This is an optimization exercise on Yosys and OpenROAD, whose aim is small area and few clock cycles per item, not a production implementation.
Only simulation tests tie the RTL to the original design; equivalence was not proved.

## flow/design.v (module list and top-level ports; edited modules follow where they fit)
// module bfa_cell: 10 lines
// module bpp_cell: 11 lines
// module bha_cell: 9 lines
// module cs_add33: 63 lines
// module bk_add33: 127 lines
// module bk_add64: 251 lines
// module cmult_conj_comb: 5284 lines
// module ibfu_pipe: 91 lines
module ibfu_pipe
#(
  parameter int W     = bfu_pkg::W_DEF,
  parameter int FRAC  = bfu_pkg::FRAC_DEF,
  parameter int SCALE = 1
) (
  input  logic         clk,
  input  logic         rst,
  input  logic         in_valid,
  output logic         in_ready,
  input  logic [W-1:0] a_r_in,
  input  logic [W-1:0] a_i_in,
  input  logic [W-1:0] b_r_in,
  input  logic [W-1:0] b_i_in,
  input  logic [W-1:0] tw_r,
  input  logic [W-1:0] tw_i,
  output logic         out_valid,
  input  logic         out_ready,
  output logic [W-1:0] a_r_out,
  output logic [W-1:0] a_i_out,
  output logic [W-1:0] b_r_out,
  output logic [W-1:0] b_i_out,
  output logic         ovf
);
  // ...
==> flow/flow/run.sh <==
#!/bin/bash
# The standard layout flow, with the port buffers made from the smallest
# buffer cell (sky130_fd_sc_hd__buf_1) instead of the one buffer_ports picks.
set -e
export BUFFER_PORTS_ARGS="-buffer_cell sky130_fd_sc_hd__buf_1"
cp standard.sh standard_sh.log
bash standard.sh > standard_flow.log 2>&1
==> flow/standard.sh <==
#!/bin/bash
# synth_recipe.tcl (not shown) runs the flow's synth.tcl, then flattens the netlist and writes it again
# the make line also repeats each setting of config.mk as NAME=value (left out here)
make -C /OpenROAD-flow-scripts/flow DESIGN_CONFIG=/design/flow/config.mk WORK_HOME=/design/flow/orfs CLKGATE_MAP_FILE= SYNTH_SCRIPT=/design/flow/synth_recipe.tcl "${@:-finish}"
==> flow/config.mk <==
export PLATFORM = sky130hd
export DESIGN_NAME = ibfu_pipe
export DESIGN_NICKNAME = ibfu_pipe
export VERILOG_FILES = /design/flow/design.v
export SDC_FILE = /design/flow/constraint.sdc
export NUM_CORES = 4
export LEC_CHECK = 0
export ABC_AREA = 1
export CAP_MARGIN = 5
export CORE_MARGIN = 2
export CORE_UTILIZATION = 65
export CTS_BUF_LIST = sky130_fd_sc_hd__clkbuf_8
export PLACE_DENSITY = 0.75
export SLEW_MARGIN = 5
export SYNTH_HIERARCHICAL = 1
==> flow/constraint.sdc <==
create_clock -name core_clock -period 10.0 [get_ports {clk}]
set_input_delay 2.0000 -clock core_clock [delete_from_list [all_inputs] [get_ports {clk}]]
set_output_delay 2.0000 -clock core_clock [all_outputs]
set_load 0.01 [all_outputs]
==> results.txt, run 1 <==
PLACED DESIGN
--------------------------------------------------------------------------------
Final weighted congestion in routability-driven placement                   1.10
Number of cells after detailed placement                                   10000
HPWL after detailed placement                                             261 mm

LAYOUT
--------------------------------------------------------------------------------
Count of sequential standard cells                                           390
Multi-Input Combinational                                                   6677
Share of final layout cell area taken by non-clock buffers                 3.84%

SETUP PATH
--------------------------------------------------------------------------------
Sum of buffers and inverters on the critical path                              4
Most numerous cell on the critical path                                  nand2_1
Crit path depth                                                               37
Crit end category                                                           flop
Worst reg2reg path startpoint                                       w_r_q[18]$_DFFE_PP_
Critical Path Source                                                w_r_q[18]$_DFFE_PP_
Startpoint type of the worst setup path                                     flop

TIMING
--------------------------------------------------------------------------------
Worst Skew                                                              0.109 ns
Setup TNS Final                                                             0 ns

MIN PATH
--------------------------------------------------------------------------------
Hold path startpoint                                                a1_r_q[9]$_DFFE_PP_
Worst hold endpoint                                                 a2_r_q[9]$_DFFE_PP_

FLOORPLAN
--------------------------------------------------------------------------------
Boundary pin count                                                           327
# rows                                                                       136
Total core area                                                       137000 um2
Area of the die                                                       142000 um2
Floorplan die height                                                      376 um

CTS
--------------------------------------------------------------------------------
Clock sink count                                                             390
Setup Buffers After CTS                                                        0
Later-pin clock latency in the skew report                               0.84 ns
H-tree depth                                                                   3
Number of buffers inserted by hold repair at cts                               0

DRT
--------------------------------------------------------------------------------
Via Count                                                                  70100
Detailed Routing Iterations Pass 1                                             9

GLOBAL ROUTE
--------------------------------------------------------------------------------
Met3 routing resource usage after global routing                           14.8%
Number of antenna violations at the first check in global routing             17
Vias in the first global route                                             73200

RUN STATUS
--------------------------------------------------------------------------------
Run status                                              timing/DRC/antenna clean

Testbench counts, summed over its fixed seeds: cycles 12,016, items 12,000.
==> module ibfu_pipe, before the edit <==
module ibfu_pipe
#(
  parameter int W     = bfu_pkg::W_DEF,
  parameter int FRAC  = bfu_pkg::FRAC_DEF,
  parameter int SCALE = 1
) (
  input  logic         clk,
  input  logic         rst,
  input  logic         in_valid,
  output logic         in_ready,
  input  logic [W-1:0] a_r_in,
  input  logic [W-1:0] a_i_in,
  input  logic [W-1:0] b_r_in,
  input  logic [W-1:0] b_i_in,
  input  logic [W-1:0] tw_r,
  input  logic [W-1:0] tw_i,
  output logic         out_valid,
  input  logic         out_ready,
  output logic [W-1:0] a_r_out,
  output logic [W-1:0] a_i_out,
  output logic [W-1:0] b_r_out,
  output logic [W-1:0] b_i_out,
  output logic         ovf
);
  logic         adv1, adv2;
  logic [W:0]   sum_r, sum_i, dif_r, dif_i, sd, sw, dw;
  logic [W-1:0] y_r, y_i;
  logic         cm_ovf;
  logic         v1_q, v2_q, ovf_q;
  logic [W-1:0] a1_r_q, a1_i_q, d_r_q, d_i_q, w_r_q;
  logic [W:0]   sd_q, sw_q, dw_q;
  logic [W-1:0] a2_r_q, a2_i_q, b_r_q, b_i_q;
  assign adv2     = ~v2_q | out_ready;
  assign adv1     = ~v1_q | adv2;
  assign in_ready = adv1;
  cs_add33 u_sum_r (.a({a_r_in[W-1], a_r_in}), .b({b_r_in[W-1], b_r_in}),    .ci(1'b0), .s(sum_r));
  cs_add33 u_sum_i (.a({a_i_in[W-1], a_i_in}), .b({b_i_in[W-1], b_i_in}),    .ci(1'b0), .s(sum_i));
  bk_add33 u_dif_r (.a({a_r_in[W-1], a_r_in}), .b(~{b_r_in[W-1], b_r_in}),   .ci(1'b1), .s(dif_r));
  bk_add33 u_dif_i (.a({a_i_in[W-1], a_i_in}), .b(~{b_i_in[W-1], b_i_in}),   .ci(1'b1), .s(dif_i));
  bk_add33 u_sd    (.a({dif_r[W], dif_r[W:1]}), .b({dif_i[W], dif_i[W:1]}), .ci(1'b0), .s(sd));
  cs_add33 u_sw    (.a({tw_r[W-1], tw_r}),     .b({tw_i[W-1], tw_i}),       .ci(1'b0), .s(sw));
  cs_add33 u_dw    (.a({tw_r[W-1], tw_r}),     .b(~{tw_i[W-1], tw_i}),      .ci(1'b1), .s(dw));
  always_ff @(posedge clk) begin
    if (adv1) begin
      a1_r_q <= sum_r[W:1];
      a1_i_q <= sum_i[W:1];
      d_r_q  <= dif_r[W:1];
      d_i_q  <= dif_i[W:1];
      w_r_q  <= tw_r;
      sd_q   <= sd;
      sw_q   <= sw;
      dw_q   <= dw;
    end
  end
  cmult_conj_comb u_cmult (
    .x_r_i (d_r_q),
    .x_i_i (d_i_q),
    .w_r_i (w_r_q),
    .sx_i  (sd_q),
    .sw_i  (sw_q),
    .dw_i  (dw_q),
    .y_r_o (y_r),
    .y_i_o (y_i),
    .ovf_o (cm_ovf)
  );
  always_ff @(posedge clk) begin
    if (adv2) begin
      a2_r_q <= a1_r_q;
      a2_i_q <= a1_i_q;
      b_r_q  <= y_r;
      b_i_q  <= y_i;
    end
  end
  always_ff @(posedge clk) begin
    if (rst) begin
      v1_q  <= 1'b0;
      v2_q  <= 1'b0;
      ovf_q <= 1'b0;
    end else begin
      if (adv1) v1_q <= in_valid;
      if (adv2) v2_q <= v1_q;
      if (adv2 & v1_q & cm_ovf) ovf_q <= 1'b1;
    end
  end
  assign out_valid = v2_q;
  assign a_r_out   = a2_r_q;
  assign a_i_out   = a2_i_q;
  assign b_r_out   = b_r_q;
  assign b_i_out   = b_i_q;
  assign ovf       = ovf_q;
endmodule
==> run 2: changes to the inputs <==
--- a/flow/design.v
+++ b/flow/design.v
@@ -227,257 +227,6 @@
   assign s[31] = p[31] ^ G57;
   assign s[32] = p[32] ^ G31;
 endmodule
-module bk_add64 (
-  input  logic [63:0] a,
-  input  logic [63:0] b,
-  input  logic ci,
-  output logic [63:0] s
-);
-  wire [63:0] p = a ^ b;
-  wire [63:0] g0 = a & b;
-  wire gc0 = g0[0] | (p[0] & ci);
-  wire G1 = g0[1] | (p[1] & gc0);
-  wire G2 = g0[3] | (p[3] & g0[2]);
-  wire P2 = p[3] & p[2];
-  wire G3 = g0[5] | (p[5] & g0[4]);
-  wire P3 = p[5] & p[4];
-  wire G4 = g0[7] | (p[7] & g0[6]);
-  wire P4 = p[7] & p[6];
-  wire G5 = g0[9] | (p[9] & g0[8]);
-  wire P5 = p[9] & p[8];
-  wire G6 = g0[11] | (p[11] & g0[10]);
-  wire P6 = p[11] & p[10];
-  wire G7 = g0[13] | (p[13] & g0[12]);
-  wire P7 = p[13] & p[12];
-  wire G8 = g0[15] | (p[15] & g0[14]);
-  wire P8 = p[15] & p[14];
-  wire G9 = g0[17] | (p[17] & g0[16]);
-  wire P9 = p[17] & p[16];
-  wire G10 = g0[19] | (p[19] & g0[18]);
-  wire P10 = p[19] & p[18];
-  wire G11 = g0[21] | (p[21] & g0[20]);
-  wire P11 = p[21] & p[20];
-  wire G12 = g0[23] | (p[23] & g0[22]);
-  wire P12 = p[23] & p[22];
-  wire G13 = g0[25] | (p[25] & g0[24]);
-  wire P13 = p[25] & p[24];
-  wire G14 = g0[27] | (p[27] & g0[26]);
-  wire P14 = p[27] & p[26];
-  wire G15 = g0[29] | (p[29] & g0[28]);
-  wire P15 = p[29] & p[28];
-  wire G16 = g0[31] | (p[31] & g0[30]);
-  wire P16 = p[31] & p[30];
-  wire G17 = g0[33] | (p[33] & g0[32]);
-  wire P17 = p[33] & p[32];
-  wire G18 = g0[35] | (p[35] & g0[34]);
-  wire P18 = p[35] & p[34];
-  wire G19 = g0[37] | (p[37] & g0[36]);
-  wire P19 = p[37] & p[36];
-  wire G20 = g0[39] | (p[39] & g0[38]);
-  wire P20 = p[39] & p[38];
-  wire G21 = g0[41] | (p[41] & g0[40]);
-  wire P21 = p[41] & p[40];
-  wire G22 = g0[43] | (p[43] & g0[42]);
-  wire P22 = p[43] & p[42];
-  wire G23 = g0[45] | (p[45] & g0[44]);
-  wire P23 = p[45] & p[44];
-  wire G24 = g0[47] | (p[47] & g0[46]);
-  wire P24 = p[47] & p[46];
-  wire G25 = g0[49] | (p[49] & g0[48]);
-  wire P25 = p[49] & p[48];
-  wire G26 = g0[51] | (p[51] & g0[50]);
-  wire P26 = p[51] & p[50];
-  wire G27 = g0[53] | (p[53] & g0[52]);
-  wire P27 = p[53] & p[52];
-  wire G28 = g0[55] | (p[55] & g0[54]);
-  wire P28 = p[55] & p[54];
-  wire G29 = g0[57] | (p[57] & g0[56]);
-  wire P29 = p[57] & p[56];
-  wire G30 = g0[59] | (p[59] & g0[58]);
-  wire P30 = p[59] & p[58];
-  wire G31 = g0[61] | (p[61] & g0[60]);
-  wire P31 = p[61] & p[60];
-  wire G32 = g0[63] | (p[63] & g0[62]);
-  wire P32 = p[63] & p[62];
-  wire G33 = G2 | (P2 & G1);
-  wire G34 = G4 | (P4 & G3);
-  wire P34 = P4 & P3;
-  wire G35 = G6 | (P6 & G5);
-  wire P35 = P6 & P5;
-  wire G36 = G8 | (P8 & G7);
-  wire P36 = P8 & P7;
-  wire G37 = G10 | (P10 & G9);
-  wire P37 = P10 & P9;
-  wire G38 = G12 | (P12 & G11);
-  wire P38 = P12 & P11;
-  wire G39 = G14 | (P14 & G13);
-  wire P39 = P14 & P13;
-  wire G40 = G16 | (P16 & G15);
-  wire P40 = P16 & P15;
-  wire G41 = G18 | (P18 & G17);
-  wire P41 = P18 & P17;
-  wire G42 = G20 | (P20 & G19);
-  wire P42 = P20 & P19;
-  wire G43 = G22 | (P22 & G21);
-  wire P43 = P22 & P21;
-  wire G44 = G24 | (P24 & G23);
-  wire P44 = P24 & P23;
-  wire G45 = G26 | (P26 & G25);
-  wire P45 = P26 & P25;
-  wire G46 = G28 | (P28 & G27);
-  wire P46 = P28 & P27;
-  wire G47 = G30 | (P30 & G29);
-  wire P47 = P30 & P29;
-  wire G48 = G32 | (P32 & G31);
-  wire P48 = P32 & P31;
-  wire G49 = G34 | (P34 & G33);
-  wire G50 = G36 | (P36 & G35);
-  wire P50 = P36 & P35;
-  wire G51 = G38 | (P38 & G37);
-  wire P51 = P38 & P37;
-  wire G52 = G40 | (P40 & G39);
-  wire P52 = P40 & P39;
-  wire G53 = G42 | (P42 & G41);
-  wire P53 = P42 & P41;
-  wire G54 = G44 | (P44 & G43);
-  wire P54 = P44 & P43;
-  wire G55 = G46 | (P46 & G45);
-  wire P55 = P46 & P45;
-  wire G56 = G48 | (P48 & G47);
-  wire P56 = P48 & P47;
-  wire G57 = G50 | (P50 & G49);
-  wire G58 = G52 | (P52 & G51);
-  wire P58 = P52 & P51;
-  wire G59 = G54 | (P54 & G53);
-  wire P59 = P54 & P53;
-  wire G60 = G56 | (P56 & G55);
-  wire P60 = P56 & P55;
-  wire G61 = G58 | (P58 & G57);
-  wire G62 = G60 | (P60 & G59);
-  wire P62 = P60 & P59;
-  wire G63 = G62 | (P62 & G61);
-  wire G64 = G59 | (P59 & G61);
-  wire G65 = G51 | (P51 & G57);
-  wire G66 = G53 | (P53 & G61);
-  wire G67 = G55 | (P55 & G64);
-  wire G68 = G35 | (P35 & G49);
-  wire G69 = G37 | (P37 & G57);
-  wire G70 = G39 | (P39 & G65);
-  wire G71 = G41 | (P41 & G61);
-  wire G72 = G43 | (P43 & G66);
-  wire G73 = G45 | (P45 & G64);
-  wire G74 = G47 | (P47 & G67);
-  wire G75 = G3 | (P3 & G33);
-  wire G76 = G5 | (P5 & G49);
-  wire G77 = G7 | (P7 & G68);
-  wire G78 = G9 | (P9 & G57);
-  wire G79 = G11 | (P11 & G69);
-  wire G80 = G13 | (P13 & G65);
-  wire G81 = G15 | (P15 & G70);
-  wire G82 = G17 | (P17 & G61);
-  wire G83 = G19 | (P19 & G71);
-  wire G84 = G21 | (P21 & G66);
-  wire G85 = G23 | (P23 & G72);
-  wire G86 = G25 | (P25 & G64);
-  wire G87 = G27 | (P27 & G73);
-  wire G88 = G29 | (P29 & G67);
-  wire G89 = G31 | (P31 & G74);
-  wire G90 = g0[2] | (p[2] & G1);
-  wire G91 = g0[4] | (p[4] & G33);
-  wire G92 = g0[6] | (p[6] & G75);
-  wire G93 = g0[8] | (p[8] & G49);
-  wire G94 = g0[10] | (p[10] & G76);
-  wire G95 = g0[12] | (p[12] & G68);
-  wire G96 = g0[14] | (p[14] & G77);
-  wire G97 = g0[16] | (p[16] & G57);
-  wire G98 = g0[18] | (p[18] & G78);
-  wire G99 = g0[20] | (p[20] & G69);
-  wire G100 = g0[22] | (p[22] & G79);
-  wire G101 = g0[24] | (p[24] & G65);
-  wire G102 = g0[26] | (p[26] & G80);
-  wire G103 = g0[28] | (p[28] & G70);
-  wire G104 = g0[30] | (p[30] & G81);
-  wire G105 = g0[32] | (p[32] & G61);
-  wire G106 = g0[34] | (p[34] & G82);
-  wire G107 = g0[36] | (p[36] & G71);
-  wire G108 = g0[38] | (p[38] & G83);
-  wire G109 = g0[40] | (p[40] & G66);
-  wire G110 = g0[42] | (p[42] & G84);
-  wire G111 = g0[44] | (p[44] & G72);
-  wire G112 = g0[46] | (p[46] & G85);
-  wire G113 = g0[48] | (p[48] & G64);
-  wire G114 = g0[50] | (p[50] & G86);
-  wire G115 = g0[52] | (p[52] & G73);
-  wire G116 = g0[54] | (p[54] & G87);
-  wire G117 = g0[56] | (p[56] & G67);
-  wire G118 = g0[58] | (p[58] & G88);
-  wire G119 = g0[60] | (p[60] & G74);
-  wire G120 = g0[62] | (p[62] & G89);
-  assign s[0] = p[0] ^ ci;
-  assign s[1] = p[1] ^ gc0;
-  assign s[2] = p[2] ^ G1;
-  assign s[3] = p[3] ^ G90;
-  assign s[4] = p[4] ^ G33;
-  assign s[5] = p[5] ^ G91;
-  assign s[6] = p[6] ^ G75;
-  assign s[7] = p[7] ^ G92;
-  assign s[8] = p[8] ^ G49;
-  assign s[9] = p[9] ^ G93;
-  assign s[10] = p[10] ^ G76;
-  assign s[11] = p[11] ^ G94;
-  assign s[12] = p[12] ^ G68;
-  assign s[13] = p[13] ^ G95;
-  assign s[14] = p[14] ^ G77;
-  assign s[15] = p[15] ^ G96;
-  assign s[16] = p[16] ^ G57;
-  assign s[17] = p[17] ^ G97;
-  assign s[18] = p[18] ^ G78;
-  assign s[19] = p[19] ^ G98;
-  assign s[20] = p[20] ^ G69;
-  assign s[21] = p[21] ^ G99;
-  assign s[22] = p[22] ^ G79;
-  assign s[23] = p[23] ^ G100;
-  assign s[24] = p[24] ^ G65;
-  assign s[25] = p[25] ^ G101;
-  assign s[26] = p[26] ^ G80;
-  assign s[27] = p[27] ^ G102;
-  assign s[28] = p[28] ^ G70;
-  assign s[29] = p[29] ^ G103;
-  assign s[30] = p[30] ^ G81;
-  assign s[31] = p[31] ^ G104;
-  assign s[32] = p[32] ^ G61;
-  assign s[33] = p[33] ^ G105;
-  assign s[34] = p[34] ^ G82;
-  assign s[35] = p[35] ^ G106;
-  assign s[36] = p[36] ^ G71;
-  assign s[37] = p[37] ^ G107;
-  assign s[38] = p[38] ^ G83;
-  assign s[39] = p[39] ^ G108;
-  assign s[40] = p[40] ^ G66;
-  assign s[41] = p[41] ^ G109;
-  assign s[42] = p[42] ^ G84;
-  assign s[43] = p[43] ^ G110;
-  assign s[44] = p[44] ^ G72;
-  assign s[45] = p[45] ^ G111;
-  assign s[46] = p[46] ^ G85;
-  assign s[47] = p[47] ^ G112;
-  assign s[48] = p[48] ^ G64;
-  assign s[49] = p[49] ^ G113;
-  assign s[50] = p[50] ^ G86;
-  assign s[51] = p[51] ^ G114;
-  assign s[52] = p[52] ^ G73;
-  assign s[53] = p[53] ^ G115;
-  assign s[54] = p[54] ^ G87;
-  assign s[55] = p[55] ^ G116;
-  assign s[56] = p[56] ^ G67;
-  assign s[57] = p[57] ^ G117;
-  assign s[58] = p[58] ^ G88;
-  assign s[59] = p[59] ^ G118;
-  assign s[60] = p[60] ^ G74;
-  assign s[61] = p[61] ^ G119;
-  assign s[62] = p[62] ^ G89;
-  assign s[63] = p[63] ^ G120;
-endmodule
 module cmult_conj_comb (
   input  logic [31:0] x_r_i,
   input  logic [31:0] x_i_i,
@@ -487,7 +236,10 @@
   input  logic [32:0] dw_i,
   output logic [31:0] y_r_o,
   output logic [31:0] y_i_o,
-  output logic        ovf_o
+  output logic        re_run0_o,
+  output logic        re_run1_o,
+  output logic        im_run0_o,
+  output logic        im_run1_o
 );
   logic [15:0] ew_one, ew_two, ew_neg;
   wire  [32:0] ew_y = {w_r_i, 1'b0};
@@ -3907,8 +3659,194 @@
   bfa_cell u_rem_s2265 (.a(re_c2010), .b(rem_s2137), .c(rem_c2136), .s(rem_s2265), .co(rem_c2266));
   wire [63:0] re_sa = {rem_s2265, rem_c2262, rem_s2261, rem_c2258, rem_c2256, rem_s2255, rem_c2252, rem_c2250, rem_c2248, rem_c2246, rem_s2245, rem_c2242, rem_c2240, rem_c2238, rem_c2236, rem_c2234, rem_c2232, rem_c2230, rem_c2228, rem_c2226, rem_c2224, rem_c2222, rem_c2220, rem_c2218, rem_c2216, rem_c2214, rem_c2212, rem_c2210, rem_c2208, rem_c2206, rem_c2204, rem_c2202, rem_c2200, rem_c2198, rem_c2196, rem_c2194, rem_c2192, rem_c2190, rem_c2188, rem_c2186, rem_c2184, rem_c2182, rem_c2180, rem_c2178, rem_c2176, rem_c2174, rem_c2172, rem_c2170, rem_c2168, rem_c2166, rem_c2164, rem_c2162, rem_c2160, rem_c2158, rem_c2156, rem_c2154, rem_c2152, rem_c2150, rem_c2148, rem_c2146, rem_c2144, rem_c2142, rem_c2140, rem_s2013};
   wire [63:0] re_ca = {rem_c2264, rem_s2263, rem_c2260, rem_s2259, rem_s2257, rem_c2254, rem_s2253, rem_s2251, rem_s2249, rem_s2247, rem_c2244, rem_s2243, rem_s2241, rem_s2239, rem_s2237, rem_s2235, rem_s2233, rem_s2231, rem_s2229, rem_s2227, rem_s2225, rem_s2223, rem_s2221, rem_s2219, rem_s2217, rem_s2215, rem_s2213, rem_s2211, rem_s2209, rem_s2207, rem_s2205, rem_s2203, rem_s2201, rem_s2199, rem_s2197, rem_s2195, rem_s2193, rem_s2191, rem_s2189, rem_s2187, rem_s2185, rem_s2183, rem_s2181, rem_s2179, rem_s2177, rem_s2175, rem_s2173, rem_s2171, rem_s2169, rem_s2167, rem_s2165, rem_s2163, rem_s2161, rem_s2159, rem_s2157, rem_s2155, rem_s2153, rem_s2151, rem_s2149, rem_s2147, rem_s2145, rem_s2143, rem_s2141, rem_s2139};
-  wire [63:0] re_p;
-  bk_add64 u_re_add (.a(re_sa), .b(re_ca), .ci(1'b0), .s(re_p));
+  wire [31:0] re_y;
+  wire [47:0] re_cpa_s;
+  wire [47:0] re_cpa_p = re_sa[47:0] ^ re_ca[47:0];
+  wire [47:0] re_cpa_g0 = re_sa[47:0] & re_ca[47:0];
+  wire re_cpa_gc0 = re_cpa_g0[0] | (re_cpa_p[0] & 1'b0);
+  wire re_cpa_G1 = re_cpa_g0[1] | (re_cpa_p[1] & re_cpa_gc0);
+  wire re_cpa_G2 = re_cpa_g0[3] | (re_cpa_p[3] & re_cpa_g0[2]);
+  wire re_cpa_P2 = re_cpa_p[3] & re_cpa_p[2];
+  wire re_cpa_G3 = re_cpa_g0[5] | (re_cpa_p[5] & re_cpa_g0[4]);
+  wire re_cpa_P3 = re_cpa_p[5] & re_cpa_p[4];
+  wire re_cpa_G4 = re_cpa_g0[7] | (re_cpa_p[7] & re_cpa_g0[6]);
+  wire re_cpa_P4 = re_cpa_p[7] & re_cpa_p[6];
+  wire re_cpa_G5 = re_cpa_g0[9] | (re_cpa_p[9] & re_cpa_g0[8]);
+  wire re_cpa_P5 = re_cpa_p[9] & re_cpa_p[8];
+  wire re_cpa_G6 = re_cpa_g0[11] | (re_cpa_p[11] & re_cpa_g0[10]);
+  wire re_cpa_P6 = re_cpa_p[11] & re_cpa_p[10];
+  wire re_cpa_G7 = re_cpa_g0[13] | (re_cpa_p[13] & re_cpa_g0[12]);
+  wire re_cpa_P7 = re_cpa_p[13] & re_cpa_p[12];
+  wire re_cpa_G8 = re_cpa_g0[15] | (re_cpa_p[15] & re_cpa_g0[14]);
+  wire re_cpa_P8 = re_cpa_p[15] & re_cpa_p[14];
+  wire re_cpa_G9 = re_cpa_g0[17] | (re_cpa_p[17] & re_cpa_g0[16]);
+  wire re_cpa_P9 = re_cpa_p[17] & re_cpa_p[16];
+  wire re_cpa_G10 = re_cpa_g0[19] | (re_cpa_p[19] & re_cpa_g0[18]);
+  wire re_cpa_P10 = re_cpa_p[19] & re_cpa_p[18];
+  wire re_cpa_G11 = re_cpa_g0[21] | (re_cpa_p[21] & re_cpa_g0[20]);
+  wire re_cpa_P11 = re_cpa_p[21] & re_cpa_p[20];
+  wire re_cpa_G12 = re_cpa_g0[23] | (re_cpa_p[23] & re_cpa_g0[22]);
+  wire re_cpa_P12 = re_cpa_p[23] & re_cpa_p[22];
+  wire re_cpa_G13 = re_cpa_g0[25] | (re_cpa_p[25] & re_cpa_g0[24]);
+  wire re_cpa_P13 = re_cpa_p[25] & re_cpa_p[24];
+  wire re_cpa_G14 = re_cpa_g0[27] | (re_cpa_p[27] & re_cpa_g0[26]);
+  wire re_cpa_P14 = re_cpa_p[27] & re_cpa_p[26];
+  wire re_cpa_G15 = re_cpa_g0[29] | (re_cpa_p[29] & re_cpa_g0[28]);
+  wire re_cpa_P15 = re_cpa_p[29] & re_cpa_p[28];
+  wire re_cpa_G16 = re_cpa_g0[31] | (re_cpa_p[31] & re_cpa_g0[30]);
+  wire re_cpa_P16 = re_cpa_p[31] & re_cpa_p[30];
+  wire re_cpa_G17 = re_cpa_g0[33] | (re_cpa_p[33] & re_cpa_g0[32]);
+  wire re_cpa_P17 = re_cpa_p[33] & re_cpa_p[32];
+  wire re_cpa_G18 = re_cpa_g0[35] | (re_cpa_p[35] & re_cpa_g0[34]);
+  wire re_cpa_P18 = re_cpa_p[35] & re_cpa_p[34];
+  wire re_cpa_G19 = re_cpa_g0[37] | (re_cpa_p[37] & re_cpa_g0[36]);
+  wire re_cpa_P19 = re_cpa_p[37] & re_cpa_p[36];
+  wire re_cpa_G20 = re_cpa_g0[39] | (re_cpa_p[39] & re_cpa_g0[38]);
+  wire re_cpa_P20 = re_cpa_p[39] & re_cpa_p[38];
+  wire re_cpa_G21 = re_cpa_g0[41] | (re_cpa_p[41] & re_cpa_g0[40]);
+  wire re_cpa_P21 = re_cpa_p[41] & re_cpa_p[40];
+  wire re_cpa_G22 = re_cpa_g0[43] | (re_cpa_p[43] & re_cpa_g0[42]);
+  wire re_cpa_P22 = re_cpa_p[43] & re_cpa_p[42];
+  wire re_cpa_G23 = re_cpa_g0[45] | (re_cpa_p[45] & re_cpa_g0[44]);
+  wire re_cpa_P23 = re_cpa_p[45] & re_cpa_p[44];
+  wire re_cpa_G24 = re_cpa_g0[47] | (re_cpa_p[47] & re_cpa_g0[46]);
+  wire re_cpa_P24 = re_cpa_p[47] & re_cpa_p[46];
+  wire re_cpa_G25 = re_cpa_G2 | (re_cpa_P2 & re_cpa_G1);
+  wire re_cpa_G26 = re_cpa_G4 | (re_cpa_P4 & re_cpa_G3);
+  wire re_cpa_P26 = re_cpa_P4 & re_cpa_P3;
+  wire re_cpa_G27 = re_cpa_G6 | (re_cpa_P6 & re_cpa_G5);
+  wire re_cpa_P27 = re_cpa_P6 & re_cpa_P5;
+  wire re_cpa_G28 = re_cpa_G8 | (re_cpa_P8 & re_cpa_G7);
+  wire re_cpa_P28 = re_cpa_P8 & re_cpa_P7;
+  wire re_cpa_G29 = re_cpa_G10 | (re_cpa_P10 & re_cpa_G9);
+  wire re_cpa_P29 = re_cpa_P10 & re_cpa_P9;
+  wire re_cpa_G30 = re_cpa_G12 | (re_cpa_P12 & re_cpa_G11);
+  wire re_cpa_P30 = re_cpa_P12 & re_cpa_P11;
+  wire re_cpa_G31 = re_cpa_G14 | (re_cpa_P14 & re_cpa_G13);
+  wire re_cpa_P31 = re_cpa_P14 & re_cpa_P13;
+  wire re_cpa_G32 = re_cpa_G16 | (re_cpa_P16 & re_cpa_G15);
+  wire re_cpa_P32 = re_cpa_P16 & re_cpa_P15;
+  wire re_cpa_G33 = re_cpa_G18 | (re_cpa_P18 & re_cpa_G17);
+  wire re_cpa_P33 = re_cpa_P18 & re_cpa_P17;
+  wire re_cpa_G34 = re_cpa_G20 | (re_cpa_P20 & re_cpa_G19);
+  wire re_cpa_P34 = re_cpa_P20 & re_cpa_P19;
+  wire re_cpa_G35 = re_cpa_G22 | (re_cpa_P22 & re_cpa_G21);
+  wire re_cpa_P35 = re_cpa_P22 & re_cpa_P21;
+  wire re_cpa_G36 = re_cpa_G24 | (re_cpa_P24 & re_cpa_G23);
+  wire re_cpa_P36 = re_cpa_P24 & re_cpa_P23;
+  wire re_cpa_G37 = re_cpa_G26 | (re_cpa_P26 & re_cpa_G25);
+  wire re_cpa_G38 = re_cpa_G28 | (re_cpa_P28 & re_cpa_G27);
+  wire re_cpa_P38 = re_cpa_P28 & re_cpa_P27;
+  wire re_cpa_G39 = re_cpa_G30 | (re_cpa_P30 & re_cpa_G29);
+  wire re_cpa_P39 = re_cpa_P30 & re_cpa_P29;
+  wire re_cpa_G40 = re_cpa_G32 | (re_cpa_P32 & re_cpa_G31);
+  wire re_cpa_P40 = re_cpa_P32 & re_cpa_P31;
+  wire re_cpa_G41 = re_cpa_G34 | (re_cpa_P34 & re_cpa_G33);
+  wire re_cpa_P41 = re_cpa_P34 & re_cpa_P33;
+  wire re_cpa_G42 = re_cpa_G36 | (re_cpa_P36 & re_cpa_G35);
+  wire re_cpa_P42 = re_cpa_P36 & re_cpa_P35;
+  wire re_cpa_G43 = re_cpa_G38 | (re_cpa_P38 & re_cpa_G37);
+  wire re_cpa_G44 = re_cpa_G40 | (re_cpa_P40 & re_cpa_G39);
+  wire re_cpa_P44 = re_cpa_P40 & re_cpa_P39;
+  wire re_cpa_G45 = re_cpa_G42 | (re_cpa_P42 & re_cpa_G41);
+  wire re_cpa_P45 = re_cpa_P42 & re_cpa_P41;
+  wire re_cpa_G46 = re_cpa_G44 | (re_cpa_P44 & re_cpa_G43);
+  wire re_cpa_G47 = re_cpa_G45 | (re_cpa_P45 & re_cpa_G46);
+  wire re_cpa_G48 = re_cpa_G39 | (re_cpa_P39 & re_cpa_G43);
+  wire re_cpa_G49 = re_cpa_G41 | (re_cpa_P41 & re_cpa_G46);
+  wire re_cpa_G50 = re_cpa_G27 | (re_cpa_P27 & re_cpa_G37);
+  wire re_cpa_G51 = re_cpa_G29 | (re_cpa_P29 & re_cpa_G43);
+  wire re_cpa_G52 = re_cpa_G31 | (re_cpa_P31 & re_cpa_G48);
+  wire re_cpa_G53 = re_cpa_G33 | (re_cpa_P33 & re_cpa_G46);
+  wire re_cpa_G54 = re_cpa_G35 | (re_cpa_P35 & re_cpa_G49);
+  wire re_cpa_G55 = re_cpa_G3 | (re_cpa_P3 & re_cpa_G25);
+  wire re_cpa_G56 = re_cpa_G5 | (re_cpa_P5 & re_cpa_G37);
+  wire re_cpa_G57 = re_cpa_G7 | (re_cpa_P7 & re_cpa_G50);
+  wire re_cpa_G58 = re_cpa_G9 | (re_cpa_P9 & re_cpa_G43);
+  wire re_cpa_G59 = re_cpa_G11 | (re_cpa_P11 & re_cpa_G51);
+  wire re_cpa_G60 = re_cpa_G13 | (re_cpa_P13 & re_cpa_G48);
+  wire re_cpa_G61 = re_cpa_G15 | (re_cpa_P15 & re_cpa_G52);
+  wire re_cpa_G62 = re_cpa_G17 | (re_cpa_P17 & re_cpa_G46);
+  wire re_cpa_G63 = re_cpa_G19 | (re_cpa_P19 & re_cpa_G53);
+  wire re_cpa_G64 = re_cpa_G21 | (re_cpa_P21 & re_cpa_G49);
+  wire re_cpa_G65 = re_cpa_G23 | (re_cpa_P23 & re_cpa_G54);
+  wire re_cpa_G66 = re_cpa_g0[2] | (re_cpa_p[2] & re_cpa_G1);
+  wire re_cpa_G67 = re_cpa_g0[4] | (re_cpa_p[4] & re_cpa_G25);
+  wire re_cpa_G68 = re_cpa_g0[6] | (re_cpa_p[6] & re_cpa_G55);
+  wire re_cpa_G69 = re_cpa_g0[8] | (re_cpa_p[8] & re_cpa_G37);
+  wire re_cpa_G70 = re_cpa_g0[10] | (re_cpa_p[10] & re_cpa_G56);
+  wire re_cpa_G71 = re_cpa_g0[12] | (re_cpa_p[12] & re_cpa_G50);
+  wire re_cpa_G72 = re_cpa_g0[14] | (re_cpa_p[14] & re_cpa_G57);
+  wire re_cpa_G73 = re_cpa_g0[16] | (re_cpa_p[16] & re_cpa_G43);
+  wire re_cpa_G74 = re_cpa_g0[18] | (re_cpa_p[18] & re_cpa_G58);
+  wire re_cpa_G75 = re_cpa_g0[20] | (re_cpa_p[20] & re_cpa_G51);
+  wire re_cpa_G76 = re_cpa_g0[22] | (re_cpa_p[22] & re_cpa_G59);
+  wire re_cpa_G77 = re_cpa_g0[24] | (re_cpa_p[24] & re_cpa_G48);
+  wire re_cpa_G78 = re_cpa_g0[26] | (re_cpa_p[26] & re_cpa_G60);
+  wire re_cpa_G79 = re_cpa_g0[28] | (re_cpa_p[28] & re_cpa_G52);
+  wire re_cpa_G80 = re_cpa_g0[30] | (re_cpa_p[30] & re_cpa_G61);
+  wire re_cpa_G81 = re_cpa_g0[32] | (re_cpa_p[32] & re_cpa_G46);
+  wire re_cpa_G82 = re_cpa_g0[34] | (re_cpa_p[34] & re_cpa_G62);
+  wire re_cpa_G83 = re_cpa_g0[36] | (re_cpa_p[36] & re_cpa_G53);
+  wire re_cpa_G84 = re_cpa_g0[38] | (re_cpa_p[38] & re_cpa_G63);
+  wire re_cpa_G85 = re_cpa_g0[40] | (re_cpa_p[40] & re_cpa_G49);
+  wire re_cpa_G86 = re_cpa_g0[42] | (re_cpa_p[42] & re_cpa_G64);
+  wire re_cpa_G87 = re_cpa_g0[44] | (re_cpa_p[44] & re_cpa_G54);
+  wire re_cpa_G88 = re_cpa_g0[46] | (re_cpa_p[46] & re_cpa_G65);
+  assign re_cpa_s[0] = re_cpa_p[0] ^ 1'b0;
+  assign re_cpa_s[1] = re_cpa_p[1] ^ re_cpa_gc0;
+  assign re_cpa_s[2] = re_cpa_p[2] ^ re_cpa_G1;
+  assign re_cpa_s[3] = re_cpa_p[3] ^ re_cpa_G66;
+  assign re_cpa_s[4] = re_cpa_p[4] ^ re_cpa_G25;
+  assign re_cpa_s[5] = re_cpa_p[5] ^ re_cpa_G67;
+  assign re_cpa_s[6] = re_cpa_p[6] ^ re_cpa_G55;
+  assign re_cpa_s[7] = re_cpa_p[7] ^ re_cpa_G68;
+  assign re_cpa_s[8] = re_cpa_p[8] ^ re_cpa_G37;
+  assign re_cpa_s[9] = re_cpa_p[9] ^ re_cpa_G69;
+  assign re_cpa_s[10] = re_cpa_p[10] ^ re_cpa_G56;
+  assign re_cpa_s[11] = re_cpa_p[11] ^ re_cpa_G70;
+  assign re_cpa_s[12] = re_cpa_p[12] ^ re_cpa_G50;
+  assign re_cpa_s[13] = re_cpa_p[13] ^ re_cpa_G71;
+  assign re_cpa_s[14] = re_cpa_p[14] ^ re_cpa_G57;
+  assign re_cpa_s[15] = re_cpa_p[15] ^ re_cpa_G72;
+  assign re_cpa_s[16] = re_cpa_p[16] ^ re_cpa_G43;
+  assign re_cpa_s[17] = re_cpa_p[17] ^ re_cpa_G73;
+  assign re_cpa_s[18] = re_cpa_p[18] ^ re_cpa_G58;
+  assign re_cpa_s[19] = re_cpa_p[19] ^ re_cpa_G74;
+  assign re_cpa_s[20] = re_cpa_p[20] ^ re_cpa_G51;
+  assign re_cpa_s[21] = re_cpa_p[21] ^ re_cpa_G75;
+  assign re_cpa_s[22] = re_cpa_p[22] ^ re_cpa_G59;
+  assign re_cpa_s[23] = re_cpa_p[23] ^ re_cpa_G76;
+  assign re_cpa_s[24] = re_cpa_p[24] ^ re_cpa_G48;
+  assign re_cpa_s[25] = re_cpa_p[25] ^ re_cpa_G77;
+  assign re_cpa_s[26] = re_cpa_p[26] ^ re_cpa_G60;
+  assign re_cpa_s[27] = re_cpa_p[27] ^ re_cpa_G78;
+  assign re_cpa_s[28] = re_cpa_p[28] ^ re_cpa_G52;
+  assign re_cpa_s[29] = re_cpa_p[29] ^ re_cpa_G79;
+  assign re_cpa_s[30] = re_cpa_p[30] ^ re_cpa_G61;
+  assign re_cpa_s[31] = re_cpa_p[31] ^ re_cpa_G80;
+  assign re_cpa_s[32] = re_cpa_p[32] ^ re_cpa_G46;
+  assign re_cpa_s[33] = re_cpa_p[33] ^ re_cpa_G81;
+  assign re_cpa_s[34] = re_cpa_p[34] ^ re_cpa_G62;
+  assign re_cpa_s[35] = re_cpa_p[35] ^ re_cpa_G82;
+  assign re_cpa_s[36] = re_cpa_p[36] ^ re_cpa_G53;
+  assign re_cpa_s[37] = re_cpa_p[37] ^ re_cpa_G83;
+  assign re_cpa_s[38] = re_cpa_p[38] ^ re_cpa_G63;
+  assign re_cpa_s[39] = re_cpa_p[39] ^ re_cpa_G84;
+  assign re_cpa_s[40] = re_cpa_p[40] ^ re_cpa_G49;
+  assign re_cpa_s[41] = re_cpa_p[41] ^ re_cpa_G85;
+  assign re_cpa_s[42] = re_cpa_p[42] ^ re_cpa_G64;
+  assign re_cpa_s[43] = re_cpa_p[43] ^ re_cpa_G86;
+  assign re_cpa_s[44] = re_cpa_p[44] ^ re_cpa_G54;
+  assign re_cpa_s[45] = re_cpa_p[45] ^ re_cpa_G87;
+  assign re_cpa_s[46] = re_cpa_p[46] ^ re_cpa_G65;
+  assign re_cpa_s[47] = re_cpa_p[47] ^ re_cpa_G88;
+  wire [63:47] re_cpa_hp = re_sa[63:47] ^ re_ca[63:47];
+  wire [62:47] re_cpa_ht = re_sa[62:47] | re_ca[62:47];
+  wire [62:47] re_cpa_hg = re_sa[62:47] & re_ca[62:47];
+  assign re_run0_o = &(re_cpa_hp[63:48] ~^ re_cpa_ht);
+  assign re_run1_o = &(re_cpa_hp[63:48] ^ re_cpa_hg);
+  assign re_y = re_cpa_s[47:16];
   wire [33:0] im_pp2267;
   wire [32:0] im_pp2267_xn = sw_i ^ {33{~exr_neg[0]}};
   assign im_pp2267[0] = ((exr_one[0] & im_pp2267_xn[0]) | (exr_two[0] & ~exr_neg[0]));
@@ -5755,12 +5693,196 @@
   bfa_cell u_imm_s3555 (.a(im_c3300), .b(imm_s3427), .c(imm_c3426), .s(imm_s3555), .co(imm_c3556));
   wire [63:0] im_sa = {imm_s3555, imm_c3552, imm_s3551, imm_c3548, imm_c3546, imm_s3545, imm_c3542, imm_c3540, imm_c3538, imm_c3536, imm_s3535, imm_c3532, imm_c3530, imm_c3528, imm_c3526, imm_c3524, imm_c3522, imm_c3520, imm_c3518, imm_c3516, imm_c3514, imm_c3512, imm_c3510, imm_c3508, imm_c3506, imm_c3504, imm_c3502, imm_c3500, imm_c3498, imm_c3496, imm_c3494, imm_c3492, imm_c3490, imm_c3488, imm_c3486, imm_c3484, imm_c3482, imm_c3480, imm_c3478, imm_c3476, imm_c3474, imm_c3472, imm_c3470, imm_c3468, imm_c3466, imm_c3464, imm_c3462, imm_c3460, imm_c3458, imm_c3456, imm_c3454, imm_c3452, imm_c3450, imm_c3448, imm_c3446, imm_c3444, imm_c3442, imm_c3440, imm_c3438, imm_c3436, imm_c3434, imm_c3432, imm_c3430, imm_s3303};
   wire [63:0] im_ca = {imm_c3554, imm_s3553, imm_c3550, imm_s3549, imm_s3547, imm_c3544, imm_s3543, imm_s3541, imm_s3539, imm_s3537, imm_c3534, imm_s3533, imm_s3531, imm_s3529, imm_s3527, imm_s3525, imm_s3523, imm_s3521, imm_s3519, imm_s3517, imm_s3515, imm_s3513, imm_s3511, imm_s3509, imm_s3507, imm_s3505, imm_s3503, imm_s3501, imm_s3499, imm_s3497, imm_s3495, imm_s3493, imm_s3491, imm_s3489, imm_s3487, imm_s3485, imm_s3483, imm_s3481, imm_s3479, imm_s3477, imm_s3475, imm_s3473, imm_s3471, imm_s3469, imm_s3467, imm_s3465, imm_s3463, imm_s3461, imm_s3459, imm_s3457, imm_s3455, imm_s3453, imm_s3451, imm_s3449, imm_s3447, imm_s3445, imm_s3443, imm_s3441, imm_s3439, imm_s3437, imm_s3435, imm_s3433, imm_s3431, imm_s3429};
-  wire [63:0] im_p;
-  bk_add64 u_im_add (.a(im_sa), .b(im_ca), .ci(1'b0), .s(im_p));
-  assign y_r_o = re_p[47:16];
-  assign y_i_o = im_p[47:16];
-  assign ovf_o = ~(&re_p[63:47] | ~|re_p[63:47]) |
-                 ~(&im_p[63:47] | ~|im_p[63:47]);
+  wire [31:0] im_y;
+  wire [47:0] im_cpa_s;
+  wire [47:0] im_cpa_p = im_sa[47:0] ^ im_ca[47:0];
+  wire [47:0] im_cpa_g0 = im_sa[47:0] & im_ca[47:0];
+  wire im_cpa_gc0 = im_cpa_g0[0] | (im_cpa_p[0] & 1'b0);
+  wire im_cpa_G1 = im_cpa_g0[1] | (im_cpa_p[1] & im_cpa_gc0);
+  wire im_cpa_G2 = im_cpa_g0[3] | (im_cpa_p[3] & im_cpa_g0[2]);
+  wire im_cpa_P2 = im_cpa_p[3] & im_cpa_p[2];
+  wire im_cpa_G3 = im_cpa_g0[5] | (im_cpa_p[5] & im_cpa_g0[4]);
+  wire im_cpa_P3 = im_cpa_p[5] & im_cpa_p[4];
+  wire im_cpa_G4 = im_cpa_g0[7] | (im_cpa_p[7] & im_cpa_g0[6]);
+  wire im_cpa_P4 = im_cpa_p[7] & im_cpa_p[6];
+  wire im_cpa_G5 = im_cpa_g0[9] | (im_cpa_p[9] & im_cpa_g0[8]);
+  wire im_cpa_P5 = im_cpa_p[9] & im_cpa_p[8];
+  wire im_cpa_G6 = im_cpa_g0[11] | (im_cpa_p[11] & im_cpa_g0[10]);
+  wire im_cpa_P6 = im_cpa_p[11] & im_cpa_p[10];
+  wire im_cpa_G7 = im_cpa_g0[13] | (im_cpa_p[13] & im_cpa_g0[12]);
+  wire im_cpa_P7 = im_cpa_p[13] & im_cpa_p[12];
+  wire im_cpa_G8 = im_cpa_g0[15] | (im_cpa_p[15] & im_cpa_g0[14]);
+  wire im_cpa_P8 = im_cpa_p[15] & im_cpa_p[14];
+  wire im_cpa_G9 = im_cpa_g0[17] | (im_cpa_p[17] & im_cpa_g0[16]);
+  wire im_cpa_P9 = im_cpa_p[17] & im_cpa_p[16];
+  wire im_cpa_G10 = im_cpa_g0[19] | (im_cpa_p[19] & im_cpa_g0[18]);
+  wire im_cpa_P10 = im_cpa_p[19] & im_cpa_p[18];
+  wire im_cpa_G11 = im_cpa_g0[21] | (im_cpa_p[21] & im_cpa_g0[20]);
+  wire im_cpa_P11 = im_cpa_p[21] & im_cpa_p[20];
+  wire im_cpa_G12 = im_cpa_g0[23] | (im_cpa_p[23] & im_cpa_g0[22]);
+  wire im_cpa_P12 = im_cpa_p[23] & im_cpa_p[22];
+  wire im_cpa_G13 = im_cpa_g0[25] | (im_cpa_p[25] & im_cpa_g0[24]);
+  wire im_cpa_P13 = im_cpa_p[25] & im_cpa_p[24];
+  wire im_cpa_G14 = im_cpa_g0[27] | (im_cpa_p[27] & im_cpa_g0[26]);
+  wire im_cpa_P14 = im_cpa_p[27] & im_cpa_p[26];
+  wire im_cpa_G15 = im_cpa_g0[29] | (im_cpa_p[29] & im_cpa_g0[28]);
+  wire im_cpa_P15 = im_cpa_p[29] & im_cpa_p[28];
+  wire im_cpa_G16 = im_cpa_g0[31] | (im_cpa_p[31] & im_cpa_g0[30]);
+  wire im_cpa_P16 = im_cpa_p[31] & im_cpa_p[30];
+  wire im_cpa_G17 = im_cpa_g0[33] | (im_cpa_p[33] & im_cpa_g0[32]);
+  wire im_cpa_P17 = im_cpa_p[33] & im_cpa_p[32];
+  wire im_cpa_G18 = im_cpa_g0[35] | (im_cpa_p[35] & im_cpa_g0[34]);
+  wire im_cpa_P18 = im_cpa_p[35] & im_cpa_p[34];
+  wire im_cpa_G19 = im_cpa_g0[37] | (im_cpa_p[37] & im_cpa_g0[36]);
+  wire im_cpa_P19 = im_cpa_p[37] & im_cpa_p[36];
+  wire im_cpa_G20 = im_cpa_g0[39] | (im_cpa_p[39] & im_cpa_g0[38]);
+  wire im_cpa_P20 = im_cpa_p[39] & im_cpa_p[38];
+  wire im_cpa_G21 = im_cpa_g0[41] | (im_cpa_p[41] & im_cpa_g0[40]);
+  wire im_cpa_P21 = im_cpa_p[41] & im_cpa_p[40];
+  wire im_cpa_G22 = im_cpa_g0[43] | (im_cpa_p[43] & im_cpa_g0[42]);
+  wire im_cpa_P22 = im_cpa_p[43] & im_cpa_p[42];
+  wire im_cpa_G23 = im_cpa_g0[45] | (im_cpa_p[45] & im_cpa_g0[44]);
+  wire im_cpa_P23 = im_cpa_p[45] & im_cpa_p[44];
+  wire im_cpa_G24 = im_cpa_g0[47] | (im_cpa_p[47] & im_cpa_g0[46]);
+  wire im_cpa_P24 = im_cpa_p[47] & im_cpa_p[46];
+  wire im_cpa_G25 = im_cpa_G2 | (im_cpa_P2 & im_cpa_G1);
+  wire im_cpa_G26 = im_cpa_G4 | (im_cpa_P4 & im_cpa_G3);
+  wire im_cpa_P26 = im_cpa_P4 & im_cpa_P3;
+  wire im_cpa_G27 = im_cpa_G6 | (im_cpa_P6 & im_cpa_G5);
+  wire im_cpa_P27 = im_cpa_P6 & im_cpa_P5;
+  wire im_cpa_G28 = im_cpa_G8 | (im_cpa_P8 & im_cpa_G7);
+  wire im_cpa_P28 = im_cpa_P8 & im_cpa_P7;
+  wire im_cpa_G29 = im_cpa_G10 | (im_cpa_P10 & im_cpa_G9);
+  wire im_cpa_P29 = im_cpa_P10 & im_cpa_P9;
+  wire im_cpa_G30 = im_cpa_G12 | (im_cpa_P12 & im_cpa_G11);
+  wire im_cpa_P30 = im_cpa_P12 & im_cpa_P11;
+  wire im_cpa_G31 = im_cpa_G14 | (im_cpa_P14 & im_cpa_G13);
+  wire im_cpa_P31 = im_cpa_P14 & im_cpa_P13;
+  wire im_cpa_G32 = im_cpa_G16 | (im_cpa_P16 & im_cpa_G15);
+  wire im_cpa_P32 = im_cpa_P16 & im_cpa_P15;
+  wire im_cpa_G33 = im_cpa_G18 | (im_cpa_P18 & im_cpa_G17);
+  wire im_cpa_P33 = im_cpa_P18 & im_cpa_P17;
+  wire im_cpa_G34 = im_cpa_G20 | (im_cpa_P20 & im_cpa_G19);
+  wire im_cpa_P34 = im_cpa_P20 & im_cpa_P19;
+  wire im_cpa_G35 = im_cpa_G22 | (im_cpa_P22 & im_cpa_G21);
+  wire im_cpa_P35 = im_cpa_P22 & im_cpa_P21;
+  wire im_cpa_G36 = im_cpa_G24 | (im_cpa_P24 & im_cpa_G23);
+  wire im_cpa_P36 = im_cpa_P24 & im_cpa_P23;
+  wire im_cpa_G37 = im_cpa_G26 | (im_cpa_P26 & im_cpa_G25);
+  wire im_cpa_G38 = im_cpa_G28 | (im_cpa_P28 & im_cpa_G27);
+  wire im_cpa_P38 = im_cpa_P28 & im_cpa_P27;
+  wire im_cpa_G39 = im_cpa_G30 | (im_cpa_P30 & im_cpa_G29);
+  wire im_cpa_P39 = im_cpa_P30 & im_cpa_P29;
+  wire im_cpa_G40 = im_cpa_G32 | (im_cpa_P32 & im_cpa_G31);
+  wire im_cpa_P40 = im_cpa_P32 & im_cpa_P31;
+  wire im_cpa_G41 = im_cpa_G34 | (im_cpa_P34 & im_cpa_G33);
+  wire im_cpa_P41 = im_cpa_P34 & im_cpa_P33;
+  wire im_cpa_G42 = im_cpa_G36 | (im_cpa_P36 & im_cpa_G35);
+  wire im_cpa_P42 = im_cpa_P36 & im_cpa_P35;
+  wire im_cpa_G43 = im_cpa_G38 | (im_cpa_P38 & im_cpa_G37);
+  wire im_cpa_G44 = im_cpa_G40 | (im_cpa_P40 & im_cpa_G39);
+  wire im_cpa_P44 = im_cpa_P40 & im_cpa_P39;
+  wire im_cpa_G45 = im_cpa_G42 | (im_cpa_P42 & im_cpa_G41);
+  wire im_cpa_P45 = im_cpa_P42 & im_cpa_P41;
+  wire im_cpa_G46 = im_cpa_G44 | (im_cpa_P44 & im_cpa_G43);
+  wire im_cpa_G47 = im_cpa_G45 | (im_cpa_P45 & im_cpa_G46);
+  wire im_cpa_G48 = im_cpa_G39 | (im_cpa_P39 & im_cpa_G43);
+  wire im_cpa_G49 = im_cpa_G41 | (im_cpa_P41 & im_cpa_G46);
+  wire im_cpa_G50 = im_cpa_G27 | (im_cpa_P27 & im_cpa_G37);
+  wire im_cpa_G51 = im_cpa_G29 | (im_cpa_P29 & im_cpa_G43);
+  wire im_cpa_G52 = im_cpa_G31 | (im_cpa_P31 & im_cpa_G48);
+  wire im_cpa_G53 = im_cpa_G33 | (im_cpa_P33 & im_cpa_G46);
+  wire im_cpa_G54 = im_cpa_G35 | (im_cpa_P35 & im_cpa_G49);
+  wire im_cpa_G55 = im_cpa_G3 | (im_cpa_P3 & im_cpa_G25);
+  wire im_cpa_G56 = im_cpa_G5 | (im_cpa_P5 & im_cpa_G37);
+  wire im_cpa_G57 = im_cpa_G7 | (im_cpa_P7 & im_cpa_G50);
+  wire im_cpa_G58 = im_cpa_G9 | (im_cpa_P9 & im_cpa_G43);
+  wire im_cpa_G59 = im_cpa_G11 | (im_cpa_P11 & im_cpa_G51);
+  wire im_cpa_G60 = im_cpa_G13 | (im_cpa_P13 & im_cpa_G48);
+  wire im_cpa_G61 = im_cpa_G15 | (im_cpa_P15 & im_cpa_G52);
+  wire im_cpa_G62 = im_cpa_G17 | (im_cpa_P17 & im_cpa_G46);
+  wire im_cpa_G63 = im_cpa_G19 | (im_cpa_P19 & im_cpa_G53);
+  wire im_cpa_G64 = im_cpa_G21 | (im_cpa_P21 & im_cpa_G49);
+  wire im_cpa_G65 = im_cpa_G23 | (im_cpa_P23 & im_cpa_G54);
+  wire im_cpa_G66 = im_cpa_g0[2] | (im_cpa_p[2] & im_cpa_G1);
+  wire im_cpa_G67 = im_cpa_g0[4] | (im_cpa_p[4] & im_cpa_G25);
+  wire im_cpa_G68 = im_cpa_g0[6] | (im_cpa_p[6] & im_cpa_G55);
+  wire im_cpa_G69 = im_cpa_g0[8] | (im_cpa_p[8] & im_cpa_G37);
+  wire im_cpa_G70 = im_cpa_g0[10] | (im_cpa_p[10] & im_cpa_G56);
+  wire im_cpa_G71 = im_cpa_g0[12] | (im_cpa_p[12] & im_cpa_G50);
+  wire im_cpa_G72 = im_cpa_g0[14] | (im_cpa_p[14] & im_cpa_G57);
+  wire im_cpa_G73 = im_cpa_g0[16] | (im_cpa_p[16] & im_cpa_G43);
+  wire im_cpa_G74 = im_cpa_g0[18] | (im_cpa_p[18] & im_cpa_G58);
+  wire im_cpa_G75 = im_cpa_g0[20] | (im_cpa_p[20] & im_cpa_G51);
+  wire im_cpa_G76 = im_cpa_g0[22] | (im_cpa_p[22] & im_cpa_G59);
+  wire im_cpa_G77 = im_cpa_g0[24] | (im_cpa_p[24] & im_cpa_G48);
+  wire im_cpa_G78 = im_cpa_g0[26] | (im_cpa_p[26] & im_cpa_G60);
+  wire im_cpa_G79 = im_cpa_g0[28] | (im_cpa_p[28] & im_cpa_G52);
+  wire im_cpa_G80 = im_cpa_g0[30] | (im_cpa_p[30] & im_cpa_G61);
+  wire im_cpa_G81 = im_cpa_g0[32] | (im_cpa_p[32] & im_cpa_G46);
+  wire im_cpa_G82 = im_cpa_g0[34] | (im_cpa_p[34] & im_cpa_G62);
+  wire im_cpa_G83 = im_cpa_g0[36] | (im_cpa_p[36] & im_cpa_G53);
+  wire im_cpa_G84 = im_cpa_g0[38] | (im_cpa_p[38] & im_cpa_G63);
+  wire im_cpa_G85 = im_cpa_g0[40] | (im_cpa_p[40] & im_cpa_G49);
+  wire im_cpa_G86 = im_cpa_g0[42] | (im_cpa_p[42] & im_cpa_G64);
+  wire im_cpa_G87 = im_cpa_g0[44] | (im_cpa_p[44] & im_cpa_G54);
+  wire im_cpa_G88 = im_cpa_g0[46] | (im_cpa_p[46] & im_cpa_G65);
+  assign im_cpa_s[0] = im_cpa_p[0] ^ 1'b0;
+  assign im_cpa_s[1] = im_cpa_p[1] ^ im_cpa_gc0;
+  assign im_cpa_s[2] = im_cpa_p[2] ^ im_cpa_G1;
+  assign im_cpa_s[3] = im_cpa_p[3] ^ im_cpa_G66;
+  assign im_cpa_s[4] = im_cpa_p[4] ^ im_cpa_G25;
+  assign im_cpa_s[5] = im_cpa_p[5] ^ im_cpa_G67;
+  assign im_cpa_s[6] = im_cpa_p[6] ^ im_cpa_G55;
+  assign im_cpa_s[7] = im_cpa_p[7] ^ im_cpa_G68;
+  assign im_cpa_s[8] = im_cpa_p[8] ^ im_cpa_G37;
+  assign im_cpa_s[9] = im_cpa_p[9] ^ im_cpa_G69;
+  assign im_cpa_s[10] = im_cpa_p[10] ^ im_cpa_G56;
+  assign im_cpa_s[11] = im_cpa_p[11] ^ im_cpa_G70;
+  assign im_cpa_s[12] = im_cpa_p[12] ^ im_cpa_G50;
+  assign im_cpa_s[13] = im_cpa_p[13] ^ im_cpa_G71;
+  assign im_cpa_s[14] = im_cpa_p[14] ^ im_cpa_G57;
+  assign im_cpa_s[15] = im_cpa_p[15] ^ im_cpa_G72;
+  assign im_cpa_s[16] = im_cpa_p[16] ^ im_cpa_G43;
+  assign im_cpa_s[17] = im_cpa_p[17] ^ im_cpa_G73;
+  assign im_cpa_s[18] = im_cpa_p[18] ^ im_cpa_G58;
+  assign im_cpa_s[19] = im_cpa_p[19] ^ im_cpa_G74;
+  assign im_cpa_s[20] = im_cpa_p[20] ^ im_cpa_G51;
+  assign im_cpa_s[21] = im_cpa_p[21] ^ im_cpa_G75;
+  assign im_cpa_s[22] = im_cpa_p[22] ^ im_cpa_G59;
+  assign im_cpa_s[23] = im_cpa_p[23] ^ im_cpa_G76;
+  assign im_cpa_s[24] = im_cpa_p[24] ^ im_cpa_G48;
+  assign im_cpa_s[25] = im_cpa_p[25] ^ im_cpa_G77;
+  assign im_cpa_s[26] = im_cpa_p[26] ^ im_cpa_G60;
+  assign im_cpa_s[27] = im_cpa_p[27] ^ im_cpa_G78;
+  assign im_cpa_s[28] = im_cpa_p[28] ^ im_cpa_G52;
+  assign im_cpa_s[29] = im_cpa_p[29] ^ im_cpa_G79;
+  assign im_cpa_s[30] = im_cpa_p[30] ^ im_cpa_G61;
+  assign im_cpa_s[31] = im_cpa_p[31] ^ im_cpa_G80;
+  assign im_cpa_s[32] = im_cpa_p[32] ^ im_cpa_G46;
+  assign im_cpa_s[33] = im_cpa_p[33] ^ im_cpa_G81;
+  assign im_cpa_s[34] = im_cpa_p[34] ^ im_cpa_G62;
+  assign im_cpa_s[35] = im_cpa_p[35] ^ im_cpa_G82;
+  assign im_cpa_s[36] = im_cpa_p[36] ^ im_cpa_G53;
+  assign im_cpa_s[37] = im_cpa_p[37] ^ im_cpa_G83;
+  assign im_cpa_s[38] = im_cpa_p[38] ^ im_cpa_G63;
+  assign im_cpa_s[39] = im_cpa_p[39] ^ im_cpa_G84;
+  assign im_cpa_s[40] = im_cpa_p[40] ^ im_cpa_G49;
+  assign im_cpa_s[41] = im_cpa_p[41] ^ im_cpa_G85;
+  assign im_cpa_s[42] = im_cpa_p[42] ^ im_cpa_G64;
+  assign im_cpa_s[43] = im_cpa_p[43] ^ im_cpa_G86;
+  assign im_cpa_s[44] = im_cpa_p[44] ^ im_cpa_G54;
+  assign im_cpa_s[45] = im_cpa_p[45] ^ im_cpa_G87;
+  assign im_cpa_s[46] = im_cpa_p[46] ^ im_cpa_G65;
+  assign im_cpa_s[47] = im_cpa_p[47] ^ im_cpa_G88;
+  wire [63:47] im_cpa_hp = im_sa[63:47] ^ im_ca[63:47];
+  wire [62:47] im_cpa_ht = im_sa[62:47] | im_ca[62:47];
+  wire [62:47] im_cpa_hg = im_sa[62:47] & im_ca[62:47];
+  assign im_run0_o = &(im_cpa_hp[63:48] ~^ im_cpa_ht);
+  assign im_run1_o = &(im_cpa_hp[63:48] ^ im_cpa_hg);
+  assign im_y = im_cpa_s[47:16];
+  assign y_r_o = re_y;
+  assign y_i_o = im_y;
 endmodule
 module ibfu_pipe
 #(
@@ -5789,7 +5911,9 @@
   logic         adv1, adv2;
   logic [W:0]   sum_r, sum_i, dif_r, dif_i, sd, sw, dw;
   logic [W-1:0] y_r, y_i;
-  logic         cm_ovf;
+  logic         re_run0, re_run1, im_run0, im_run1;
+  logic [3:0]   run_q;
+  logic         ovf_now;
   logic         v1_q, v2_q, ovf_q;
   logic [W-1:0] a1_r_q, a1_i_q, d_r_q, d_i_q, w_r_q;
   logic [W:0]   sd_q, sw_q, dw_q;
@@ -5825,7 +5949,10 @@
     .dw_i  (dw_q),
     .y_r_o (y_r),
     .y_i_o (y_i),
-    .ovf_o (cm_ovf)
+    .re_run0_o (re_run0),
+    .re_run1_o (re_run1),
+    .im_run0_o (im_run0),
+    .im_run1_o (im_run1)
   );
   always_ff @(posedge clk) begin
     if (adv2) begin
@@ -5833,8 +5960,14 @@
       a2_i_q <= a1_i_q;
       b_r_q  <= y_r;
       b_i_q  <= y_i;
+      run_q[0] <= re_run0;
+      run_q[1] <= re_run1;
+      run_q[2] <= im_run0;
+      run_q[3] <= im_run1;
     end
   end
+  assign ovf_now = ~(b_r_q[W-1] ? run_q[1] : run_q[0]) |
+                   ~(b_i_q[W-1] ? run_q[3] : run_q[2]);
   always_ff @(posedge clk) begin
     if (rst) begin
       v1_q  <= 1'b0;
@@ -5843,7 +5976,7 @@
     end else begin
       if (adv1) v1_q <= in_valid;
       if (adv2) v2_q <= v1_q;
-      if (adv2 & v1_q & cm_ovf) ovf_q <= 1'b1;
+      if (v2_q & ovf_now) ovf_q <= 1'b1;
     end
   end
   assign out_valid = v2_q;
@@ -5851,5 +5984,5 @@
   assign a_i_out   = a2_i_q;
   assign b_r_out   = b_r_q;
   assign b_i_out   = b_i_q;
-  assign ovf       = ovf_q;
+  assign ovf       = ovf_q | (v2_q & ovf_now);
 endmodule
==> flow/flow/run.sh (replaced) <==
#!/bin/bash
# The standard layout flow, with the port buffers made from the smallest
# buffer cell (sky130_fd_sc_hd__buf_1) instead of the one buffer_ports picks,
# and ORFS's power recovery (downsizing gates off the critical paths) after
# global routing.
set -e
export BUFFER_PORTS_ARGS="-buffer_cell sky130_fd_sc_hd__buf_1"
export RECOVER_POWER=100
cp standard.sh standard_sh.log
bash standard.sh > standard_flow.log 2>&1
==> run 2 against run 1 <==
  * Global-route usage rose by 0.40 points
  * Wire length rose by 0.70%
  * Critical path type is now input port to flop
  * Synthesized cell count rose by 0.86%
  * Highest routed layer unchanged
  * First-iteration DRC count rose by 1.7%
  * Non-clock buffer count fell by 39
  * Cell count rose by 0.26%
  * Now fails the layout checks on max-capacitance violations, max-slew violations
  * Fmax rose by 2.2%
  * Hold slack got worse by 0.011 ns
  * Area after synthesis rose by 0.11%
==> results.txt, run 2 <==
GLOBAL ROUTE
--------------------------------------------------------------------------------
Met3 routing resource usage after global routing                           15.6%   +0.79 points
Global-route congestion overflow total                                         0
Maximum number of pins on one net before global-route repair                  62
Layer carrying the most global-route usage                                  met2
Number of antenna violations at the first check in global routing             31   +14
Met1 capacity usage during global routing                                  56.4%
First-pass GRT wire length                                                470 mm
GR Util All Layers                                                         45.7%
Vias in the first global route                                             74300   +1.5%

SYNTH
--------------------------------------------------------------------------------
Synth Area per Inst                                                     10.8 um2
Number of warnings printed during yosys synthesis                              8
Synth Instances                                                             8339
Cell area after synthesis                                              90100 um2

SETUP PATH
--------------------------------------------------------------------------------
Crit path required time                                                 10.63 ns
Worst path arrival time                                                 10.09 ns
Crit-path max FO                                                              18
Startpoint type of the worst setup path                               input port
Crit end category                                                           flop
Worst reg2reg path startpoint                                       d_r_q[1]$_DFFE_PP_

LAYOUT
--------------------------------------------------------------------------------
Largest registers                                                   dw_q x33, sd_q x33, sw_q x33
Most common cell after layout, fill and taps aside                          fa_1
Fin nets                                                                   10800
Area of all placed cells without fillers                               93500 um2
Fill cell total of the finished layout                                     10800
Commonest cells after routing, fill and taps aside                  fa_1 (1831), o22ai_1 (1556), xor2_1 (1172), inv_1 (584), xnor2_1 (558)
Final instance count without filler cells                                  10200
Area delta synth->final                                                    3.71%

CTS
--------------------------------------------------------------------------------
Number of buffers inserted by hold repair at cts                               0   unchanged
Buffer type at the clock tree root                                      clkbuf_8
Clk slew on worst S/H paths                                              0.07 ns
Clock sink count                                                             394   +1.0%
Later-pin clock latency in the skew report                               0.83 ns   about the same
H-tree depth                                                                   3   unchanged
Number of buffers created by CTS                                              80
CTS tree                                                                   built
Setup Buffers After CTS                                                        0   unchanged
Deepest clock path buffer count                                                3

FLOORPLAN
--------------------------------------------------------------------------------
# rows                                                                       136   unchanged
Total core area                                                       137000 um2   unchanged
Chip width                                                                376 um
Floorplan die height                                                      376 um   about the same
Area of the die                                                       142000 um2   +0.11%
Boundary pin count                                                           327   unchanged
Initial core utilization                                                   65.6%

MIN PATH
--------------------------------------------------------------------------------
Hold path startpoint                                                a1_i_q[18]$_DFFE_PP_
Worst hold endpoint                                                 a2_i_q[18]$_DFFE_PP_
Path category of the worst min-delay check                          flop to flop

FLOW RUN
--------------------------------------------------------------------------------
Max-cap check violation count                                                  7

RUN STATUS
--------------------------------------------------------------------------------
Run status                                                          failed layout checks
Blocking Checks                                                     max-capacitance violations, max-slew violations

TIMING
--------------------------------------------------------------------------------
Setup TNS Final                                                             0 ns   unchanged
Total count of max-transition violations in the final report                 346
Worst Max-Slew Pin Slew                                                  4.36 ns
Worst Skew                                                             0.0680 ns   -0.0413 ns
Fmax achieved                                                            106 MHz
Final worst-path setup slack                                            0.541 ns
Final worst path period share                                              94.6%

PLACED DESIGN
--------------------------------------------------------------------------------
Final weighted congestion in routability-driven placement                   1.09   -0.96%
HPWL after detailed placement                                             259 mm   -0.92%
Minimum setup slack after placement                                     0.181 ns
Number of cells after detailed placement                                   10000   +0.14%

DRT
--------------------------------------------------------------------------------
Post-route antenna net violation count                                         0
Via Count                                                                  70100   -0.041%
Mean number of vias per cell                                                6.87
Final WL                                                                  319 mm
Number of remaining DRC errors                                                 0
Detailed Routing Iterations Pass 1                                             8   -1

[run 2: worst max-delay path by stage]
stage / from / to / slack, ns / cells past startpoint
6_report: tw_i[0] / dw_q[17]$_DFFE_PP_ / 0.54 / 21
5_1_grt: d_r_q[1]$_DFFE_PP_ / b_i_q[23]$_DFFE_PP_ / 0.32 / 29
4_1_cts: tw_r[0] / sw_q[16]$_DFFE_PP_ / 1.02 / 20
3_5_place_dp: tw_r[0] / sw_q[27]$_DFFE_PP_ / 0.18 / 20
3_3_place_gp: tw_r[0] / sw_q[26]$_DFFE_PP_ / 0.33 / 20
2_1_floorplan: tw_i[0] / dw_q[20]$_DFFE_PP_ / 1.24 / 21
[run 2: cell type report]
class,instances,area [um2],share of cell area (%)
sequential,394,11800,12.6
multi-input combinational,6651,72400,77.4
inverter,591,2220,2.38
tap,1794,2240,2.40
antenna,17,42.5,0.0455
clock inverter,63,447,0.478
timing repair buffer,605,3230,3.46
clock buffer,81,1110,1.19
[run 2: routing by layer]
metal	up-vias	share of wire, %
li1	28300	-
met4	22	11
met3	1309	13
met5	-	0.071
met1	35100	35
met2	5361	41
[run 2: critical path: stages]
cell	delay [ns]
buf_1	0.13
inv_1	0.08
fa_1	0.41
fa_1	0.42
fa_1	0.42
fa_1	0.59
fa_1	0.47
fa_1	0.40
fa_1	0.39
fa_1	0.40
fa_1	0.40
fa_1	0.50
fa_1	0.42
fa_1	0.39
fa_1	0.39
fa_1	0.39
fa_1	0.39
fa_1	0.69
clkinvlp_2	0.61
nand2_1	0.11
nand2_1	0.09
[run 2: per-stage QoR]
step	hold WS, ns	util [%]
detailed placement	0.405	67.0
floorplan	0.400	-
CTS	0.402	68.1
finish	0.401	68.0
global placement	0.401	67.0
global route	0.418	68.0
Testbench counts of run 2, summed over its fixed seeds: cycles 12,016, items 12,000.

## what the ideal ports hide
How much do the figures lean on ideal ports? The routed layouts below were timed once more, with nothing changed but the port constraints.
Step 1 assumes that a clkbuf_16 drives the clock port and a buf_2 every other input.
Step 2 times the ports against the registers' clock, not the clock port: input delays grow and output delays shrink by t, the midpoint of the rising clock arrivals with the driver on.
a / b / c = ideal ports / drivers / drivers and shift; a / b = the first two.
run | t (ns) | setup WS [ns] | worst hold slack (ns) | worst register clock-pin slew, ns
run 1 | 0.871 | 0.328 / 0.328 / 0.285 | 0.412 / 0.412 / 0.412 | 0.09 / 0.09
run 2 | 0.875 | 0.541 / 0.598 / -0.277 | 0.401 / 0.401 / 0.401 | 0.09 / 0.09
For run 2, which loses most, drivers alone change the setup slack by +0.057 ns; drivers and shift together by -0.818 ns.
